Source: an optimization exercise on an open RTL-to-GDS flow (aim: a short achievable clock period and few clock cycles per item). Production flows keep margins and buffers that such runs may drop. Function was checked by simulation only, so behaviour that the tests miss may differ from the original. Power and IR drop assume default switching activity.

==> flow/design.v <==
package cpu_pkg;
    localparam int xlen = 32;
    localparam int reg_addr_width = 5;
    typedef logic [xlen-1:0] word_t;
    typedef logic [reg_addr_width-1:0] reg_addr_t;
    localparam logic [6:0] op_imm    = 7'b0010011;
    localparam logic [6:0] op_reg    = 7'b0110011;
    localparam logic [6:0] op_lui    = 7'b0110111;
    localparam logic [6:0] op_auipc  = 7'b0010111;
    localparam logic [6:0] op_jal    = 7'b1101111;
    localparam logic [6:0] op_branch = 7'b1100011;
endpackage
module pipeline_cpu (
    input  logic clk,
    input  logic rst,
    output cpu_pkg::word_t imem_addr,
    input  cpu_pkg::word_t imem_data,
    output logic retire_valid,
    output cpu_pkg::word_t retire_pc,
    output cpu_pkg::reg_addr_t retire_rd,
    output cpu_pkg::word_t retire_data,
    output logic retire_illegal
);
    logic [11:0] f_idx;      
    logic        f_known;    
    logic [31:0] f_pc;
    assign imem_addr = {18'b0, f_idx, 2'b00};
    logic        f_jal, f_br, f_same, f_br_pred, f_pred, f_seq;
    logic [2:0]  f_f3;
    logic [11:0] f_jimm, f_bimm, f_tj, f_tb, f_t1, f_next;
    assign f_jal  = imem_data[6:0] == cpu_pkg::op_jal;
    assign f_br   = imem_data[6:0] == cpu_pkg::op_branch;
    assign f_f3   = imem_data[14:12];
    assign f_same = imem_data[19:15] == imem_data[24:20];
    assign f_br_pred = f_br && ((f_f3 == 3'b000 && (imem_data[31] || f_same))
                             || (f_f3 == 3'b001 && !f_same));
    assign f_pred = f_jal || f_br_pred;
    assign f_seq  = !f_pred;
    assign f_jimm = {imem_data[13:12], imem_data[20], imem_data[30:22]};
    assign f_bimm = {imem_data[31], imem_data[31], imem_data[7], imem_data[30:25], imem_data[11:9]};
    assign f_tj = f_idx + f_jimm;
    assign f_tb = f_idx + f_bimm;
    assign f_t1 = f_idx + 12'd1;
    assign f_next = ({12{f_jal}} & f_tj) | ({12{f_br_pred}} & f_tb) | ({12{f_seq}} & f_t1);
    logic        d_valid;
    logic [31:0] d_instr;
    logic [31:0] d_pc;
    logic        d_pred;
    logic [6:0]  d_op;
    logic [4:0]  d_rd, d_rs1, d_rs2;
    logic [2:0]  d_f3;
    logic [31:0] d_imm_i, d_imm_u, d_imm_b, d_imm_j;
    logic        d_is_imm, d_is_reg, d_is_lui, d_is_auipc, d_is_jal, d_is_br, d_legal;
    logic        d_writes;
    logic [31:0] d_pc4, d_pcb, d_pcj, d_pcu, d_next_pc, d_alt_pc;
    assign d_op  = d_instr[6:0];
    assign d_rd  = d_instr[11:7];
    assign d_f3  = d_instr[14:12];
    assign d_rs1 = d_instr[19:15];
    assign d_rs2 = d_instr[24:20];
    assign d_imm_i = {{20{d_instr[31]}}, d_instr[31:20]};
    assign d_imm_u = {d_instr[31:12], 12'b0};
    assign d_imm_b = {{19{d_instr[31]}}, d_instr[31], d_instr[7], d_instr[30:25], d_instr[11:8], 1'b0};
    assign d_imm_j = {{11{d_instr[31]}}, d_instr[31], d_instr[19:12], d_instr[20], d_instr[30:21], 1'b0};
    assign d_is_imm   = d_op == cpu_pkg::op_imm;
    assign d_is_reg   = d_op == cpu_pkg::op_reg;
    assign d_is_lui   = d_op == cpu_pkg::op_lui;
    assign d_is_auipc = d_op == cpu_pkg::op_auipc;
    assign d_is_jal   = d_op == cpu_pkg::op_jal;
    assign d_is_br    = d_op == cpu_pkg::op_branch;
    assign d_legal    = d_is_imm || d_is_reg || d_is_lui || d_is_auipc || d_is_jal || d_is_br;
    assign d_writes   = d_legal && !d_is_br && d_rd != 5'd0;
    assign d_pc4 = d_pc + 32'd4;
    assign d_pcb = d_pc + d_imm_b;
    assign d_pcj = d_pc + d_imm_j;
    assign d_pcu = d_pc + d_imm_u;
    assign d_next_pc = ({32{!d_pred}} & d_pc4) | ({32{d_pred && d_is_jal}} & d_pcj)
                     | ({32{d_pred && !d_is_jal}} & d_pcb);
    assign d_alt_pc  = d_pred ? d_pc4 : d_pcb;
    logic [31:0] regs [1:31];
    logic [31:1] d_rsel_a, d_rsel_b;
    logic        d_wsel_a, d_wsel_b;
    logic [31:0] w_a, w_b;
    always_comb begin
        w_a = {32{d_wsel_a}} & retire_data;
        w_b = {32{d_wsel_b}} & retire_data;
        for (int i = 1; i < 32; i++) begin
            w_a = w_a | ({32{d_rsel_a[i]}} & regs[i]);
            w_b = w_b | ({32{d_rsel_b[i]}} & regs[i]);
        end
    end
    logic        e_wen;      
    logic [4:0]  e_rd;
    logic [4:0]  f_rs1, f_rs2;
    logic        f_wsel_a, f_wsel_b;
    logic [31:1] f_rsel_a, f_rsel_b;
    assign f_rs1 = imem_data[19:15];
    assign f_rs2 = imem_data[24:20];
    assign f_wsel_a = e_wen && e_rd == f_rs1;
    assign f_wsel_b = e_wen && e_rd == f_rs2;
    always_comb begin
        for (int i = 1; i < 32; i++) begin
            f_rsel_a[i] = !f_wsel_a && f_rs1 == 5'(i);
            f_rsel_b[i] = !f_wsel_b && f_rs2 == 5'(i);
        end
    end
    logic        d_use_rs2;
    logic [31:0] d_b_nf;
    assign d_use_rs2 = d_is_reg || d_is_br;
    always_comb begin
        if (d_use_rs2)        d_b_nf = w_b;
        else if (d_is_imm)    d_b_nf = d_imm_i;
        else if (d_is_lui)    d_b_nf = d_imm_u;
        else if (d_is_auipc)  d_b_nf = d_pcu;
        else                  d_b_nf = d_pc4;    
    end
    logic d_sel_add, d_sel_sub, d_sel_sll, d_sel_slt, d_sel_xor, d_sel_srl, d_sel_or, d_sel_and, d_sel_b;
    logic d_alu, d_sub;
    assign d_alu = d_is_imm || d_is_reg;
    assign d_sub = d_is_reg && d_instr[31:25] == 7'b0100000;
    assign d_sel_add = d_alu && (d_f3 == 3'b000 || d_f3 == 3'b011);
    assign d_sel_sub = d_alu && d_f3 == 3'b000 && d_sub;
    assign d_sel_sll = d_alu && d_f3 == 3'b001;
    assign d_sel_slt = d_alu && d_f3 == 3'b010;
    assign d_sel_xor = d_alu && d_f3 == 3'b100;
    assign d_sel_srl = d_alu && d_f3 == 3'b101;
    assign d_sel_or  = d_alu && d_f3 == 3'b110;
    assign d_sel_and = d_alu && d_f3 == 3'b111;
    assign d_sel_b   = !d_alu;
    logic        e_valid, e_writes, e_illegal;
    logic [31:0] e_pc, e_a, e_b, e_alt_pc;
    logic        e_sel_add, e_sel_sub, e_sel_sll, e_sel_slt, e_sel_xor, e_sel_srl, e_sel_or, e_sel_and, e_sel_b;
    logic        e_br, e_beq, e_bne, e_pred;
    logic [31:0] e_sum, e_result;
    logic        e_sub;
    logic [4:0]  e_shamt;    
    logic        e_lt, e_eq, e_taken, e_mispredict;
    assign e_sum = e_a + (e_b ^ {32{e_sub}}) + {31'b0, e_sub};
    assign e_lt  = (e_a[31] != e_b[31]) ? e_a[31] : e_sum[31];
    assign e_result = ({32{e_sel_add}} & e_sum)
                    | ({32{e_sel_sll}} & (e_a << e_shamt))
                    | ({32{e_sel_slt}} & {31'b0, e_lt})
                    | ({32{e_sel_xor}} & (e_a ^ e_b))
                    | ({32{e_sel_srl}} & (e_a >> e_shamt))
                    | ({32{e_sel_or}}  & (e_a | e_b))
                    | ({32{e_sel_and}} & (e_a & e_b))
                    | ({32{e_sel_b}}   & e_b);
    assign e_eq = e_a == e_b;
    assign e_taken = (e_beq && e_eq) || (e_bne && !e_eq);
    assign e_mispredict = e_valid && e_br && (e_taken != e_pred);
    logic d_fwd_a, d_fwd_b;
    assign d_fwd_a = e_wen && e_rd == d_rs1;
    assign d_fwd_b = e_wen && d_use_rs2 && e_rd == d_rs2;
    logic e_zero_ok, e_zero, e_sum0;
    logic d_res_both, d_res_zero, d_resolved;
    logic d_m_eq, d_m_ne, d_mispredict;
    assign e_sum0 = !(e_a[0] ^ e_b[0]) && ((e_a[31:1] ^ e_b[31:1]) == (e_a[30:0] | e_b[30:0]));
    assign e_zero_ok = e_sel_add || e_sel_xor || e_sel_or || e_sel_and || e_sel_b;
    assign e_zero = (e_sel_add && (e_sub ? e_eq : e_sum0))
                 || (e_sel_xor && e_eq)
                 || (e_sel_or && (e_a | e_b) == 32'd0)
                 || (e_sel_and && (e_a & e_b) == 32'd0)
                 || (e_sel_b && e_b == 32'd0);
    assign d_res_both = d_fwd_a && d_fwd_b;
    assign d_res_zero = ((d_fwd_a && d_rs2 == 5'd0) || (d_fwd_b && d_rs1 == 5'd0)) && e_zero_ok;
    assign d_resolved = d_res_both || d_res_zero;
    assign d_m_eq = d_valid && d_is_br && ((d_f3 == 3'b000) != d_pred);
    assign d_m_ne = d_valid && d_is_br && ((d_f3 == 3'b001) != d_pred);
    assign d_mispredict = (d_res_both && d_m_eq)
                       || (d_res_zero && (e_zero ? d_m_eq : d_m_ne));
    always_ff @(posedge clk) begin
        if (rst) begin
            f_idx <= 12'd0;
            f_known <= 1'b1;
            d_valid <= 1'b0;
            e_valid <= 1'b0;
            e_wen <= 1'b0;
            retire_valid <= 1'b0;
        end else begin
            retire_valid <= e_valid;
            if (e_mispredict) begin
                f_idx <= e_alt_pc[13:2];
                f_known <= 1'b1;
                d_valid <= 1'b0;
                e_valid <= 1'b0;
                e_wen <= 1'b0;
            end else begin
                f_idx <= d_mispredict ? d_alt_pc[13:2] : f_next;
                f_known <= d_mispredict;
                d_valid <= !d_mispredict;
                e_valid <= d_valid;
                e_wen <= d_valid && d_writes;
            end
        end
    end
    always_ff @(posedge clk) begin
        f_pc <= rst ? 32'd0 : e_mispredict ? e_alt_pc : d_alt_pc;
        d_instr <= imem_data;
        d_rsel_a <= f_rsel_a;
        d_rsel_b <= f_rsel_b;
        d_wsel_a <= f_wsel_a;
        d_wsel_b <= f_wsel_b;
        d_pred <= f_pred;
        d_pc <= f_known ? f_pc : d_next_pc;
        e_pc <= d_pc;
        e_a <= d_fwd_a ? e_result : w_a;
        e_b <= d_fwd_b ? e_result : d_b_nf;
        if (d_sel_sll || d_sel_srl) begin
            e_shamt <= d_fwd_b ? e_result[4:0] : d_b_nf[4:0];
        end
        e_alt_pc <= d_alt_pc;
        e_rd <= d_rd;
        e_writes <= d_writes;
        e_illegal <= !d_legal;
        e_sel_add <= d_sel_add;
        e_sub <= d_sel_sub || d_sel_slt;
        e_sel_sll <= d_sel_sll;
        e_sel_slt <= d_sel_slt;
        e_sel_xor <= d_sel_xor;
        e_sel_srl <= d_sel_srl;
        e_sel_or <= d_sel_or;
        e_sel_and <= d_sel_and;
        e_sel_b <= d_sel_b;
        e_br <= d_is_br && !d_resolved;    
        e_beq <= d_f3 == 3'b000;
        e_bne <= d_f3 == 3'b001;
        e_pred <= d_pred;
        retire_pc <= e_pc;
        retire_rd <= e_writes ? e_rd : 5'd0;
        retire_data <= e_writes ? e_result : 32'd0;
        retire_illegal <= e_illegal;
    end
    always_ff @(posedge clk) begin
        for (int i = 1; i < 32; i++) begin
            if (rst) begin
                regs[i] <= 32'd0;
            end else if (retire_valid && retire_rd == 5'(i)) begin
                regs[i] <= retire_data;
            end
        end
    end
endmodule
clock: 8.5 ns
lec_check: 0
cap_margin: 40
core_margin: 2
core_utilization: 40
setup_slack_margin: 5
slew_margin: 40
run.sh (not shown) runs the stock make flow with config.mk's settings and CLKGATE_MAP_FILE= SYNTH_SCRIPT=/design/flow/synth_recipe.tcl, a recipe that flattens the netlist after the stock synthesis.
Testbench counts at the start, summed over its fixed seeds: cycles 83,084, instrs 80,000.
==> next run, changes <==
--- a/flow/design.v
+++ b/flow/design.v
@@ -131,45 +131,27 @@
     logic [31:0] e_pc, e_a, e_b, e_alt_pc;
     logic        e_sel_add, e_sel_sub, e_sel_sll, e_sel_slt, e_sel_xor, e_sel_srl, e_sel_or, e_sel_and, e_sel_b;
     logic        e_br, e_beq, e_bne, e_pred;
     logic [31:0] e_sum, e_result;
     logic        e_sub;
-    logic [4:0]  e_shamt;    
     logic        e_lt, e_eq, e_taken, e_mispredict;
     assign e_sum = e_a + (e_b ^ {32{e_sub}}) + {31'b0, e_sub};
     assign e_lt  = (e_a[31] != e_b[31]) ? e_a[31] : e_sum[31];
     assign e_result = ({32{e_sel_add}} & e_sum)
-                    | ({32{e_sel_sll}} & (e_a << e_shamt))
+                    | ({32{e_sel_sll}} & (e_a << e_b[4:0]))
                     | ({32{e_sel_slt}} & {31'b0, e_lt})
                     | ({32{e_sel_xor}} & (e_a ^ e_b))
-                    | ({32{e_sel_srl}} & (e_a >> e_shamt))
+                    | ({32{e_sel_srl}} & (e_a >> e_b[4:0]))
                     | ({32{e_sel_or}}  & (e_a | e_b))
                     | ({32{e_sel_and}} & (e_a & e_b))
                     | ({32{e_sel_b}}   & e_b);
     assign e_eq = e_a == e_b;
     assign e_taken = (e_beq && e_eq) || (e_bne && !e_eq);
     assign e_mispredict = e_valid && e_br && (e_taken != e_pred);
     logic d_fwd_a, d_fwd_b;
     assign d_fwd_a = e_wen && e_rd == d_rs1;
     assign d_fwd_b = e_wen && d_use_rs2 && e_rd == d_rs2;
-    logic e_zero_ok, e_zero, e_sum0;
-    logic d_res_both, d_res_zero, d_resolved;
-    logic d_m_eq, d_m_ne, d_mispredict;
-    assign e_sum0 = !(e_a[0] ^ e_b[0]) && ((e_a[31:1] ^ e_b[31:1]) == (e_a[30:0] | e_b[30:0]));
-    assign e_zero_ok = e_sel_add || e_sel_xor || e_sel_or || e_sel_and || e_sel_b;
-    assign e_zero = (e_sel_add && (e_sub ? e_eq : e_sum0))
-                 || (e_sel_xor && e_eq)
-                 || (e_sel_or && (e_a | e_b) == 32'd0)
-                 || (e_sel_and && (e_a & e_b) == 32'd0)
-                 || (e_sel_b && e_b == 32'd0);
-    assign d_res_both = d_fwd_a && d_fwd_b;
-    assign d_res_zero = ((d_fwd_a && d_rs2 == 5'd0) || (d_fwd_b && d_rs1 == 5'd0)) && e_zero_ok;
-    assign d_resolved = d_res_both || d_res_zero;
-    assign d_m_eq = d_valid && d_is_br && ((d_f3 == 3'b000) != d_pred);
-    assign d_m_ne = d_valid && d_is_br && ((d_f3 == 3'b001) != d_pred);
-    assign d_mispredict = (d_res_both && d_m_eq)
-                       || (d_res_zero && (e_zero ? d_m_eq : d_m_ne));
     always_ff @(posedge clk) begin
         if (rst) begin
             f_idx <= 12'd0;
             f_known <= 1'b1;
             d_valid <= 1'b0;
@@ -183,33 +165,30 @@
                 f_known <= 1'b1;
                 d_valid <= 1'b0;
                 e_valid <= 1'b0;
                 e_wen <= 1'b0;
             end else begin
-                f_idx <= d_mispredict ? d_alt_pc[13:2] : f_next;
-                f_known <= d_mispredict;
-                d_valid <= !d_mispredict;
+                f_idx <= f_next;
+                f_known <= 1'b0;
+                d_valid <= 1'b1;
                 e_valid <= d_valid;
                 e_wen <= d_valid && d_writes;
             end
         end
     end
     always_ff @(posedge clk) begin
-        f_pc <= rst ? 32'd0 : e_mispredict ? e_alt_pc : d_alt_pc;
+        f_pc <= rst ? 32'd0 : e_alt_pc;
         d_instr <= imem_data;
         d_rsel_a <= f_rsel_a;
         d_rsel_b <= f_rsel_b;
         d_wsel_a <= f_wsel_a;
         d_wsel_b <= f_wsel_b;
         d_pred <= f_pred;
         d_pc <= f_known ? f_pc : d_next_pc;
         e_pc <= d_pc;
         e_a <= d_fwd_a ? e_result : w_a;
         e_b <= d_fwd_b ? e_result : d_b_nf;
-        if (d_sel_sll || d_sel_srl) begin
-            e_shamt <= d_fwd_b ? e_result[4:0] : d_b_nf[4:0];
-        end
         e_alt_pc <= d_alt_pc;
         e_rd <= d_rd;
         e_writes <= d_writes;
         e_illegal <= !d_legal;
         e_sel_add <= d_sel_add;
@@ -219,11 +198,11 @@
         e_sel_xor <= d_sel_xor;
         e_sel_srl <= d_sel_srl;
         e_sel_or <= d_sel_or;
         e_sel_and <= d_sel_and;
         e_sel_b <= d_sel_b;
-        e_br <= d_is_br && !d_resolved;    
+        e_br <= d_is_br;
         e_beq <= d_f3 == 3'b000;
         e_bne <= d_f3 == 3'b001;
         e_pred <= d_pred;
         retire_pc <= e_pc;
         retire_rd <= e_writes ? e_rd : 5'd0;
After rerunning:
- The changed run produced a clean layout
- clock skew drops by 0.011 ns
- hold slack stays flat
- sequential power drops by 3.1%
- routed wire length drops by 5.8%
- area after synthesis drops by 2.6%
- non-clock buffer count drops by 56
- cell area drops by 3.7%
- die area drops by 2.6%
- via count drops by 2.7%
- fmax climbs by 7.3%
Testbench counts after the change, summed over its fixed seeds: cycles 84,696, instrs 80,000.

## static timing again, ports no longer ideal
The results above use ideal ports. As a check the final layouts listed here were re-extracted and re-timed, cells and wires unchanged. Step 1: set_driving_cell puts a clkbuf_16 on clk and a buf_2 on each other input, an assumption about the parent block. Step 2, shift: input delay + t, output delay - t, t = (earliest + latest rising clock arrival at the registers) / 2. This alone moves slack from input paths to output paths. Three values: no drivers, after step 1, after step 2; two values: the first two.
| run | t, ns | setup slack, ns | latest minus earliest clock arrival (ns) | slew at the worst register clock pin (ns) | worst slew at a driven data input, ns |
|---|---|---|---|---|---|
| the first run | 0.937 | 4.723 / 4.723 / 4.048 | 0.076 / 0.076 | 0.07 / 0.07 | 0.06 |
| the second run | 0.948 | 4.981 / 4.919 / 4.162 | 0.078 / 0.078 | 0.07 / 0.07 | 0.05 |
After both steps setup and hold are still met in every run listed. The setup slack of the second run, which loses most, moves by -0.062 ns with the drivers and by -0.819 ns with both steps.
